Source: an optimization exercise on an open RTL-to-GDS flow (aim: small area and a short achievable clock period). Production flows keep margins and buffers that such runs may drop.
Function was checked by simulation only, so behaviour that the tests miss may differ from the original.
Power is estimated from default activity; no workload was simulated.

==> flow/design.v, too long to show whole: its modules and the start of the top module <==
// module median_filter: 2295 lines
// module median_fa: 10 lines
// module median_ha: 9 lines
module median_filter (
	input  logic        clk,
	input  logic        rst,
	input  logic        i_clken,
	input  logic        i_mode,
	input  logic [39:0] i_column,
	output logic [7:0]  o_median,
	output logic        o_valid
);
  // ...
==> flow/flow/run.sh <==
#!/bin/bash
# standard layout, with setup repair aiming well below the clock period
set -euo pipefail
bash standard.sh SETUP_SLACK_MARGIN=16.5 finish > standard_make.log 2>&1
==> flow/standard.sh <==
#!/bin/bash
# synth_recipe.tcl (not shown) runs the flow's synth.tcl, then flattens the netlist and writes it again
# the make line also repeats each setting of config.mk as NAME=value (left out here)
make -C /OpenROAD-flow-scripts/flow DESIGN_CONFIG=/design/flow/config.mk WORK_HOME=/design/flow/orfs CLKGATE_MAP_FILE= SYNTH_SCRIPT=/design/flow/synth_recipe.tcl "${@:-finish}"
==> flow/config.mk <==
export PLATFORM = sky130hd
export DESIGN_NAME = median_filter
export DESIGN_NICKNAME = median_filter
export VERILOG_FILES = /design/flow/design.v
export SDC_FILE = /design/flow/constraint.sdc
export NUM_CORES = 4
export LEC_CHECK = 0
export CAP_MARGIN = 20
export CORE_MARGIN = 2
export CORE_UTILIZATION = 40
export CTS_CLUSTER_DIAMETER = 100
export CTS_CLUSTER_SIZE = 30
export SLEW_MARGIN = 20
export SYNTH_HIERARCHICAL = 1
export SYNTH_MINIMUM_KEEP_SIZE = 0
==> flow/constraint.sdc <==
create_clock -name core_clock -period 22.0 [get_ports {clk}]
set_input_delay 4.4000 -clock core_clock [delete_from_list [all_inputs] [get_ports {clk}]]
set_output_delay 4.4000 -clock core_clock [all_outputs]
set_load 0.01 [all_outputs]
==> run notes, run 1 <==
Vias after detailed routing - 11678
Post-CTS Setup Inserts - 2
YS warnings - 7
Seq cells post-synth - 430
CP max stage cell - dfrtp_1
Clock buf count - 25
Post_cts resized - 46
Post-route met1 wirelength - 19.3 mm
Inverters excl. clock - 77
CP bufs+invs - 1
CTS Buffer Depth - 3
Commonest non-fill, non-tap cells in the layout - edfxtp_1 (417), fa_1 (255), xnor2_1 (162)
Reg with most FFs - h
Vias/cell - 4.95
Initial antenna violation count - 0
Critical Path Sink Type - output pin
Hold slack - 406 ps
Sequential fraction of the synthesis area - 0.554
CP Max Fanout - 2
Vias in the first global route - 12361
WL/cell - 19.1 um
Clk cell area share - 0.0294
Most used routing layer - met2
Status - finished clean
Die Area - 59900 um^2
Worst-path clk slew - 110 ps
Async set or reset register ratio after synthesis - 0.0302
Largest family of logic cells by synthesized area - adder cells
Buffers on Ports - 52
Synth cell count leaders - edfxtp_1 (417), fa_1 (255), xnor2_1 (162)
Worst R2R Setup Slack - 16760 ps
Pwr dens - 131 nW/um^2
Critical Path Sink - o_median[3]
Cell count after synthesis - 1512
Final slew viol count - 0
==> run 2, diff against run 1 <==
==> flow/flow/run.sh (replaced) <==
#!/bin/bash
# standard layout, with setup repair aiming well below the clock period
set -euo pipefail
bash standard.sh SETUP_SLACK_MARGIN=16.0 finish > standard_make.log 2>&1
==> run 2 against run 1 <==
- global-route usage about the same
- cell area down 0.46%
- via count down 0.40%
- critical endpoint is now o_median[1]
- largest cell class unchanged
- non-clock buffer count down 4
- highest routed layer unchanged
==> run notes, run 2 <==
Setup violators final - 0
Vias after detailed routing - 11631 (-0.40%)
Number of flip-flops under the largest register name - 290
Leakage - 0.00986 uW
Worst-path clk slew - 110 ps (about the same)
Max-cap violations - 0
Max_slew headroom - 0.362
Most common cell after layout, fill and taps aside - edfxtp_1
First-pass GRT wire length - 71.4 mm
Worst R2R Setup Slack - 16520 ps (-240 ps)
# IOs - 53
CP max stage cell - clkdlybuf4s50_1
Vias/cell - 4.94 (-0.23%)
FF-to-FF path depth - 15
EDFF count, synth - 417
YS warnings - 7 (unchanged)
1st-pass router iterations - 5
Peak supply drop - 0.109 mV
Vias in the first global route - 12349 (-0.097%)
Buffers on Ports - 52 (unchanged)
Hold EP - res[12]
Sequential fraction of the synthesis area - 0.554 (unchanged)
Commonest non-fill, non-tap cells in the layout - edfxtp_1 (417), fa_1 (255), xnor2_1 (162)
Synth cell count leaders - edfxtp_1 (417), fa_1 (255), xnor2_1 (162)
Cell Chain, Critical Path - clkdlybuf4s50_1
Final hold viol count - 0
RR Startpoint - s2_med_q[4]
Fin crit period - 5940 ps
CP Max Fanout - 2 (unchanged)
Share of the synthesized area in the top cell type - 0.540
Count of unique library cells instantiated by Yosys - 49
Area Overhead vs Synth - 9.50%
Share of layout cells above drive strength 1 - 0.0428
Status - finished clean
Pwr dens - 131 nW/um^2 (+0.17%)
Unrepaired setup endpoints after global routing - false
Cell count after synthesis - 1512 (unchanged)
GRT Util Overall - 0.156
Fmax - 168 MHz
Top cells by area, synth - edfxtp_1 (54%), fa_1 (22%), xnor2_1 (6.1%)
CP bufs+invs - 1 (unchanged)
Post-Syn Area - 23200 um^2
Final-stage net count - 1919
Die Area - 59900 um^2 (unchanged)
Post-synth top area cell - edfxtp_1
Iter 0 DRT Violations - 766
Async set or reset register ratio after synthesis - 0.0302 (unchanged)
Root Driver - clkbuf_16
DRC - 0
Avg Inst Size Synth - 15.3 um^2
Reg with most FFs - h
Fin Clk Skew - 28.7 ps
Most frequent cell after synthesis - edfxtp_1
Hold Path Stages - 0
Type of the tightest min-delay check - register to register
# rows - 88
Routed Antenna Nets - 0
Seq cells post-synth - 430 (unchanged)
Prevailing post-synth register cell - edfxtp_1
Tightest Pin Transition - 957 ps
Initial antenna violation count - 0 (unchanged)
Starting Density - 0.403
Total length of routed wires - 44.8 mm
CP Data Required Time - 17600 ps
Critical Path AT - 1540 ps
Biggest regs - h: 290 flops, res: 48 flops
TritonCTS buffer count - 22
Hold slack - 405 ps (-0.910 ps)
Crit path launch type - register
CTS tree - built
Critical path type - register to output pin
Net count after synthesis - 1858
Number of H-tree levels - 1
Worst Hold Launch - res[4]
Core area - 57500 um^2
Critical Path Max Stage Delay - 570 ps
CTS Buffer Depth - 3 (unchanged)
Final slew viol count - 0 (unchanged)
Final Wtd Congestion - 0.883
Post-CTS Setup Inserts - 0 (-2)
Crit-path leading delay family - buffers and inverters
Clock latency on the worst-skew pair - 580 ps
Critical Path Sink Type - output pin
WL/cell - 19.1 um (-0.43%)
Period Utilization, post-route - 0.270
Die height - 245 um
Worst R2R End - s3_q_q[3]
Final Util - 0.441
DPL Wire Length - 34.2 mm
Total congestion overflow - 0
TritonCTS sink count - 430
Die X - 245 um
Hold-fix buffers, CTS - 0
Post-route setup TNS - 0 ps
Largest net degree at the start of global routing - 92
# diodes - 0
[run 2: cell counts after synthesis]
Identical to the previous run, type by type.
[run 2: how the worst max path moves through the flow]
stage                start           to  slack (ps)  depth (start not counted)
2_1_floorplan      i_clken  o_median[0]       16830                          2
3_3_place_gp       i_clken       h[209]       15230                          3
3_5_place_dp       i_clken       h[312]       15110                          3
4_1_cts        o_median[3]  o_median[3]       16010                          1
5_1_grt        o_median[3]  o_median[3]       16000                          1
6_report       o_median[1]  o_median[1]       16060                          1
[run 2: Yosys stat by module (local to each module, per instance)]
module,times used,cells inside
median_fa,255,1
median_filter,1,1257
[run 2: worst reg2reg max path: stages (launching register included)]
cell,delay (ps)
edfxtp_1,350
buf_4,450
xnor2_1,190
nand3_1,230
a21oi_1,260
fa_1,500
fa_1,510
fa_1,420
fa_1,420
fa_1,380
ha_1,350
a21o_1,230
a31oi_4,270
nand2b_1,320
mux2i_1,280
o21ai_1,90
[run 2: layer usage]
metal,wire length (um),vias up,global-route usage
li1,-,5462,-
met1,19100,5906,0.208
met2,22800,206,0.267
met4,1270,0,0.0412
met3,1650,57,0.0229
met5,0,-,0
[run 2: metrics by stage]
| step | cell area [um^2] | instances | worst slack, ps | power (uW) |
|---|---|---|---|---|
| finish | 25400 | 2353 | 16060 | 3340 |
| global route | 25400 | 2353 | 16000 | 3630 |
| CTS | 25400 | 2353 | 16010 | 3380 |
| detailed placement | 24600 | 2314 | 15110 | 2880 |
| global placement | 24600 | 2314 | 15230 | 2830 |
| floorplan | 23200 | 1512 | 16830 | 2410 |
[run 2: area by class of cell]
cell class / instances / area (um^2)
Inverter: 77 / 289
Timing Repair Buffer: 64 / 636
Clock buffer: 25 / 562
Fill cell: 5147 / 32100
Clock inverter: 14 / 188
Tap cell: 765 / 957
Multi-Input combinational cell: 978 / 9890
Sequential cell: 430 / 12800
[run 2: power by group]
group / total, uW / internal (uW) / switching, uW
Clock: 490 / 203 / 288
Combinational: 1700 / 767 / 936
Sequential: 1140 / 1060 / 80.6
[run 2: cell families (layout without fill, tap and decap cells)]
| kind of cell | after synthesis | after routing | synth area share |
|---|---|---|---|
| AOI/OAI and AO/OA | 147 | 147 | 0.0367 |
| xor gates and xnor gates | 174 | 174 | 0.0658 |
| adders and majority gates | 302 | 302 | 0.246 |
| buffers and inverters | 104 | 180 | 0.0185 |
| DFF | 430 | 430 | 0.554 |
| muxes | 32 | 32 | 0.0143 |
| and+or+nand+nor | 323 | 323 | 0.0646 |
[run 2: repair_timing]
item	4_1_cts	5_1_grt
cloned	0	0
resized for setup	3	1
setup endpoints to repair	78	8
==> run 3, diff against run 2 <==
==> flow/flow/run.sh (replaced) <==
#!/bin/bash
# standard layout, with setup repair aiming well below the clock period
set -euo pipefail
bash standard.sh SETUP_SLACK_MARGIN=16.8 finish > standard_make.log 2>&1
==> run 3 against run 2 <==
- still clean
- total power increased by 2.1%
- hold slack improved by 0.99 ps
- non-clock buffer count increased by 14
- clock power about the same
- die area unchanged
- critical path type unchanged
- highest routed layer unchanged
==> run notes, run 3 <==
Pwr dens - 131 nW/um^2 (-0.46%)
Post-route setup TNS - 0 ps (unchanged)
Core area - 57500 um^2 (unchanged)
TritonCTS sink count - 430 (unchanged)
WL/cell - 19.4 um (+1.9%)
Unrepaired setup endpoints after global routing - true
Final slew viol count - 0 (unchanged)
CTS Buffer Depth - 3 (unchanged)
Number of flip-flops under the largest register name - 290 (unchanged)
Post-synthesis xor/xnor area fraction - 0.0658 (unchanged)
Type of the tightest min-delay check - register to register
Async set or reset register ratio after synthesis - 0.0302 (unchanged)
# IOs - 53 (unchanged)
Initial antenna violation count - 0 (unchanged)
Total congestion overflow - 0 (unchanged)
Cell count after synthesis - 1512 (unchanged)
Die height - 245 um (unchanged)
Post-Syn Area - 23200 um^2 (unchanged)
Fin Clk Skew - 27.6 ps (-1.06 ps)
Setup violators final - 0 (unchanged)
Vias/cell - 4.96 (+0.29%)
EDFF count, synth - 417 (unchanged)
Tightest Pin Transition - 786 ps (-171 ps)
Buffers on Ports - 52 (unchanged)
Root Driver - clkbuf_16
Clock latency on the worst-skew pair - 580 ps (about the same)
Share of layout cells above drive strength 1 - 0.102 (+0.0595)
Post-synth top area cell - edfxtp_1
Share of the synthesized area in the top cell type - 0.540 (unchanged)
Sequential fraction of the synthesis area - 0.554 (unchanged)
# rows - 88 (unchanged)
Max_slew headroom - 0.476 (+0.114)
Post-Place Worst Slack - 15110 ps (unchanged)
Seq cells post-synth - 430 (unchanged)
CTS tree - built
Most frequent cell after synthesis - edfxtp_1
Most common cell after layout, fill and taps aside - edfxtp_1
Leakage - 0.0101 uW (+2.5%)
Critical Path AT - 1150 ps (-390 ps)
Final hold viol count - 0 (unchanged)
CP Max Fanout - 2 (unchanged)
Net count after synthesis - 1858 (unchanged)
TritonCTS buffer count - 22 (unchanged)
Final-stage net count - 1934 (+0.78%)
DPL Wire Length - 34.2 mm (unchanged)
Adder-cell share of the synthesized area - 0.246 (unchanged)
Biggest regs - h: 290 flops, res: 48 flops
Area Overhead vs Synth - 12.4%
Fin crit period - 5550 ps (-390 ps)
Die X - 245 um (unchanged)
YS warnings - 7 (unchanged)
Vias after detailed routing - 11739 (+0.93%)
Routed Antenna Nets - 0 (unchanged)
Vias in the first global route - 12400 (+0.41%)
Largest net degree at the start of global routing - 92 (unchanged)
GRT Util Overall - 0.157 (+0.00183)
CP max stage cell - dfrtp_1
Final Wtd Congestion - 0.883 (unchanged)
Post-synthesis simple-gate area fraction - 0.0646 (unchanged)
Complex-gate fraction of the synthesized area - 0.0367 (unchanged)
Critical Path Max Stage Delay - 420 ps (-150 ps)
Crit-path leading delay family - flip-flops
Total length of routed wires - 46.0 mm (+2.6%)
Synth cell count leaders - edfxtp_1 (417), fa_1 (255), xnor2_1 (162)
Cell Chain, Critical Path - buf_2
First-pass GRT wire length - 72.1 mm (+1.1%)
CP bufs+invs - 1 (unchanged)
DRC - 0 (unchanged)
Starting Density - 0.403 (unchanged)
Top cells by area, synth - edfxtp_1 (54%), fa_1 (22%), xnor2_1 (6.1%)
Max-cap violations - 0 (unchanged)
# diodes - 0 (unchanged)
Largest family of logic cells by synthesized area - adder cells
Fmax - 180 MHz (+7.0%)
Iter 0 DRT Violations - 713 (-6.9%)
Commonest non-fill, non-tap cells in the layout - edfxtp_1 (417), fa_1 (255), xnor2_1 (159)
Final Util - 0.453 (+0.0115)
Number of H-tree levels - 1 (unchanged)
Final worst setup slack - 16450 ps (+390 ps)
Avg Inst Size Synth - 15.3 um^2 (unchanged)
Peak supply drop - 0.111 mV (+1.9%)
Critical path type - register to output pin
CP Data Required Time - 17600 ps (about the same)
Period Utilization, post-route - 0.252 (-0.0177)
Prevailing post-synth register cell - edfxtp_1
Crit path launch type - register
Status - finished clean
Mux contribution to synthesized area - 0.0143 (unchanged)
Die Area - 59900 um^2 (unchanged)
Count of unique library cells instantiated by Yosys - 49 (unchanged)
Critical Path Sink Type - output pin
Worst-path clk slew - 110 ps (about the same)
1st-pass router iterations - 4 (-1)
Reg with most FFs - h
## run 3: cell counts after synthesis
Identical to the previous run, type by type.
## run 3: final timing paths
kind	startpoint	endpoint	slack [ps]	cells past startpoint
min	res[4]	res[12]	410	0
min in group asynchronous	rst	o_valid	4170	1
min reg2reg	res[4]	res[12]	410	0
max in group asynchronous	rst	o_median[2]	17470	1
max reg2reg	s2_med_q[4]	s3_q_q[3]	16970	15
max	o_median[3]	o_median[3]	16450	1
## run 3: layout make-up
| type | count | area [um^2] |
|---|---|---|
| fill | 5067 | 31400 |
| sequential | 430 | 12800 |
| multi-input combinational | 978 | 10300 |
| tap | 765 | 957 |
| timing repair buffer | 78 | 930 |
| clock buffer | 25 | 562 |
| inverter | 77 | 293 |
| clock inverter | 14 | 188 |
| timing repair inverter | 1 | 5.00 |
## run 3: what timing repair did
action / 4_1_cts / 5_1_grt
hold buffers: 0 / 0
resized for setup: 73 / 79
gates cloned: 2 / 2
setup endpoints to repair: 367 / 59
buffers inserted: 5 / 6
pin swaps: 1 / 6
## run 3: through the flow
step,hold slack (ps),cell area [um^2],instances,power (uW)
after floorplan,400,23200,1512,2410
after global placement,402,24600,2314,2830
after detailed placement,405,24600,2314,2880
after CTS,406,25600,2360,3390
after global routing,412,26000,2368,3700
final,406,26000,2368,3410
## run 3: logic make-up (layout without fill, tap and decap cells)
logic type               after synthesis  count (layout)
multiplexers                          32              32
flip-flops                           430             430
AO/OA/AOI/OAI                        147             147
AND/OR/NAND/NOR                      323             323
XOR/XNOR                             174             174
adder cells (fa/ha/maj)              302             302
buffers and inverters                104             195
## run 3: Yosys stat by module, one instance, submodules excluded
module / times used / cell area (um^2) / flip-flops and latches
median_fa: 255 / 20.0 / 0
median_filter: 1 / 18100 / 430
## run 3: power breakdown
| part | leakage [uW] | internal [uW] | switching [uW] |
|---|---|---|---|
| clock network | 0.000362 | 203 | 287 |
| logic | 0.00553 | 808 | 961 |
| registers | 0.00422 | 1060 | 85.5 |
| total | 0.0101 | 2070 | 1330 |
## run 3: routing by layer
metal / vias up / global-route usage / wire (um)
met3: 63 / 0.0224 / 1580
met2: 200 / 0.270 / 23300
met4: 0 / 0.0412 / 1370
li1: 5491 / - / -
met5: - / 0 / 0
met1: 5985 / 0.210 / 19800
==> run 4, diff against run 3 <==
==> flow/run.sh (new file) <==
#!/bin/bash
# synth_recipe.tcl (not shown) runs the flow's synth.tcl, then flattens the netlist and writes it again
# the make line also repeats each setting of config.mk as NAME=value (left out here)
make -C /OpenROAD-flow-scripts/flow DESIGN_CONFIG=/design/flow/config.mk WORK_HOME=/design/flow/orfs CLKGATE_MAP_FILE= SYNTH_SCRIPT=/design/flow/synth_recipe.tcl finish
--- a/flow/config.mk
+++ b/flow/config.mk
@@ -9,5 +9,6 @@
 export CORE_MARGIN = 2
-export CORE_UTILIZATION = 40
+export CORE_UTILIZATION = 55
 export CTS_CLUSTER_DIAMETER = 100
 export CTS_CLUSTER_SIZE = 30
+export SETUP_SLACK_MARGIN = 5
 export SLEW_MARGIN = 20
removed: flow/flow/run.sh
removed: flow/standard.sh
==> run 4 against run 3 <==
- hold slack better by 20 ps
- clock skew down 5.9 ps
- combinational power hardly changed
- synthesized cell count is the same
- largest cell class unchanged
==> run notes, run 4 <==
Most common cell after layout, fill and taps aside - edfxtp_1
# fillers - 3241 (-36%)
RR Startpoint - s3_med_q[2]
Post_cts resized - 0 (-100%)
Post-synthesis simple-gate area fraction - 0.0646 (unchanged)
Max_slew headroom - 0.312 (-0.164)
Reg with most FFs - h
WL/cell - 21.9 um (+13%)
Vias in the first global route - 12618 (+1.8%)
# IOs - 53 (unchanged)
TritonCTS buffer count - 19 (-14%)
CP Max Fanout - 85 (+83)
Complex-gate fraction of the synthesized area - 0.0367 (unchanged)
Most frequent cell after synthesis - edfxtp_1
Biggest regs - h: 290 flops, res: 48 flops
Iter 0 DRT Violations - 821 (+15%)
Share of layout cells above drive strength 1 - 0.0373 (-0.0650)
Synth cell count leaders - edfxtp_1 (417), fa_1 (255), xnor2_1 (162)
Cell Count, Final, Fillers Out - 2122 (-10%)
Prevailing post-synth register cell - edfxtp_1
Sequential fraction of the synthesis area - 0.554 (unchanged)
Commonest non-fill, non-tap cells in the layout - edfxtp_1 (417), fa_1 (255), xnor2_1 (162)
Share of the synthesized area in the top cell type - 0.540 (unchanged)
1st-pass router iterations - 6 (+2)
Leakage - 0.00977 uW (-3.3%)
Post-CTS Setup Inserts - 0 (-5)
Core area - 41800 um^2 (-27%)
Largest net degree at the start of global routing - 86 (-6.5%)
Cell count after synthesis - 1512 (unchanged)
Area Overhead vs Synth - 7.51%
Initial antenna violation count - 0 (unchanged)
Vias/cell - 5.56 (+12%)
Number of flip-flops under the largest register name - 290 (unchanged)
DRC - 0 (unchanged)
Final-stage net count - 1916 (-0.93%)
Count of unique library cells instantiated by Yosys - 49 (unchanged)
Buffers on Ports - 52 (unchanged)
Pwr dens - 134 nW/um^2 (+2.3%)
Final hold viol count - 0 (unchanged)
Crit path launch type - input pin
CTS tree - built
Net count after synthesis - 1858 (unchanged)
Total congestion overflow - 0 (unchanged)
Die X - 209 um (-14%)
Die Area - 43800 um^2 (-27%)
Type of the tightest min-delay check - register to register
Status - finished clean
Post-route setup TNS - 0 ps (unchanged)
Peak supply drop - 0.109 mV (-1.6%)
Critical Path AT - 7330 ps (+6180 ps)
Routed Antenna Nets - 0 (unchanged)
Starting Density - 0.555 (+0.152)
Final slew viol count - 0 (unchanged)
Number of H-tree levels - 1 (unchanged)
Post-Place Worst Slack - 14160 ps (-950 ps)
Met2 wire len - 20.4 mm (-12%)
Tightest Pin Transition - 1030 ps (+246 ps)
Critical Path Sink Type - register
Mux contribution to synthesized area - 0.0143 (unchanged)
Worst Hold Launch - h[51]
Setup violators final - 0 (unchanged)
Final Wtd Congestion - 0.900 (+1.9%)
Fmax - 140 MHz (-22%)
GRT Util Overall - 0.227 (+0.0696)
Placed cell count - 2088 (-9.8%)
EDFF count, synth - 417 (unchanged)
Final worst setup slack - 14840 ps (-1610 ps)
# rows - 75 (-15%)
YS warnings - 7 (unchanged)
Avg Inst Size Synth - 15.3 um^2 (unchanged)
CP Launch Point - i_clken
Post-route met1 wirelength - 22.3 mm (+13%)
Seq cells post-synth - 430 (unchanged)
TritonCTS sink count - 430 (unchanged)
Fin Clk Skew - 21.7 ps (-5.92 ps)
Die height - 209 um (-14%)
Hold slack - 425 ps (+19.5 ps)
Worst-path clk slew - 110 ps (about the same)
Fin crit period - 7160 ps (+1610 ps)
Post-synthesis xor/xnor area fraction - 0.0658 (unchanged)
First-pass GRT wire length - 74.0 mm (+2.6%)
Critical path type - input pin to register
Clock latency on the worst-skew pair - 560 ps (-20 ps)
Max-cap violations - 0 (unchanged)
Async set or reset register ratio after synthesis - 0.0302 (unchanged)
Max Used Layer - met4
Post-Syn Area - 23200 um^2 (unchanged)
Total length of routed wires - 46.4 mm (+0.95%)
Root Driver - clkbuf_16
Largest family of logic cells by synthesized area - adder cells
Final Util - 0.597 (+0.144)
Vias after detailed routing - 11800 (+0.52%)
Hold-fix buffers, CTS - 0 (unchanged)
Top cells by area, synth - edfxtp_1 (54%), fa_1 (22%), xnor2_1 (6.1%)
Period Utilization, post-route - 0.325 (+0.0731)
CP Data Required Time - 22170 ps (+4570 ps)
Post-synth top area cell - edfxtp_1
CTS Buffer Depth - 3 (unchanged)
DPL Wire Length - 35.9 mm (+5.2%)
Adder-cell share of the synthesized area - 0.246 (unchanged)
Met3 wire length - 2.93 mm (+86%)
Unrepaired setup endpoints after global routing - false
==> run 4: cell counts after synthesis <==
No cell type changed its count.
==> run 4: cell type report <==
type	count	area [um^2]	area share
sequential	430	12800	0.516
multi-input combinational	978	9890	0.397
tap	539	674	0.0271
timing repair buffer	64	616	0.0247
clock buffer	28	531	0.0213
inverter	77	289	0.0116
clock inverter	5	56.3	0.00226
antenna	1	2.50	0.000100
==> run 4: power breakdown <==
| part | switching [uW] | internal (uW) | total, uW |
|---|---|---|---|
| clock network | 257 | 176 | 434 |
| logic | 974 | 773 | 1750 |
| registers | 91.0 | 1060 | 1150 |
| total | 1320 | 2010 | 3330 |
==> run 4: final timing paths <==
| check | endpoint | slack (ps) | depth (start not counted) |
|---|---|---|---|
| setup reg to reg | res[0] | 16290 | 14 |
| max in group asynchronous | o_median[5] | 17370 | 1 |
| min in group asynchronous | fill[3] | 4230 | 1 |
| hold reg to reg | h[91] | 430 | 0 |
| hold / removal | h[91] | 430 | 0 |
| setup / recovery | h[7] | 14840 | 4 |
==> run 4: metrics by stage <==
step | power [uW] | instance area [um^2]
after floorplan | 2410 | 23200
after global placement | 2890 | 24300
after detailed placement | 2920 | 24300
after CTS | 3370 | 24900
after global routing | 3620 | 24900
final | 3330 | 24900
==> run 4: per-module statistics from Yosys, one instance, submodules excluded <==
module         cell area (um^2)  flops+latches
median_filter             18100            430
median_fa                  20.0              0
==> run 4: per-layer routing <==
layer,track usage,up-vias
met1,0.350,6104
met4,0.0436,0
met2,0.337,219
li1,-,5440
met3,0.0510,37
met5,0,-
==> run 4: cell families (layout without fill, tap and decap cells) <==
logic type	count (synthesis)	count (layout)
AND/OR/NAND/NOR	323	323
XOR/XNOR	174	174
buffers and inverters	104	174
other	0	1
flip-flops	430	430
multiplexers	32	32
adder cells (fa/ha/maj)	302	302
AO/OA/AOI/OAI	147	147
==> run 4: critical path, stage by stage <==
cell and delay (ps):
buf_8 350, buf_4 770, buf_4 770, buf_4 930

afterwards: timing with drivers on the ports:
Ports are ideal in the flow. The routed layouts listed here were re-timed in OpenROAD.
Step 1 sets driving cells, clkbuf_16 on the clock port and buf_2 on the other inputs (assumed; they add their load-dependent delay and slew).
Step 2 adds t to the input delays and takes it off the output delays; t is the mean of the earliest and latest rising clock arrival at the registers after step 1. Input paths then give back, and output paths get back, about the clock's delay inside the block.
a / b / c = ideal ports / drivers / drivers and shift; a / b = the first two.
| run | t (ns) | setup slack, ns | worst hold slack (ns) | worst setup path after step 2 | worst register clock-pin slew, ns |
|---|---|---|---|---|---|
| run 1 | 0.623 | 16.449 / 16.393 / 15.978 | 0.406 / 0.406 / 0.406 | input to register | 0.12 / 0.12 |
| run 2 | 0.624 | 16.061 / 16.004 / 15.663 | 0.405 / 0.405 / 0.405 | input to register | 0.12 / 0.12 |
| run 3 | 0.623 | 16.450 / 16.394 / 16.143 | 0.406 / 0.406 / 0.406 | input to register | 0.12 / 0.12 |
| run 4 | 0.601 | 14.842 / 14.844 / 14.244 | 0.425 / 0.425 / 0.425 | input to register | 0.12 / 0.12 |
After both steps every run listed still meets setup and hold. For run 4, which loses most, drivers alone change the setup slack by +0.002 ns; drivers and shift together by -0.598 ns.
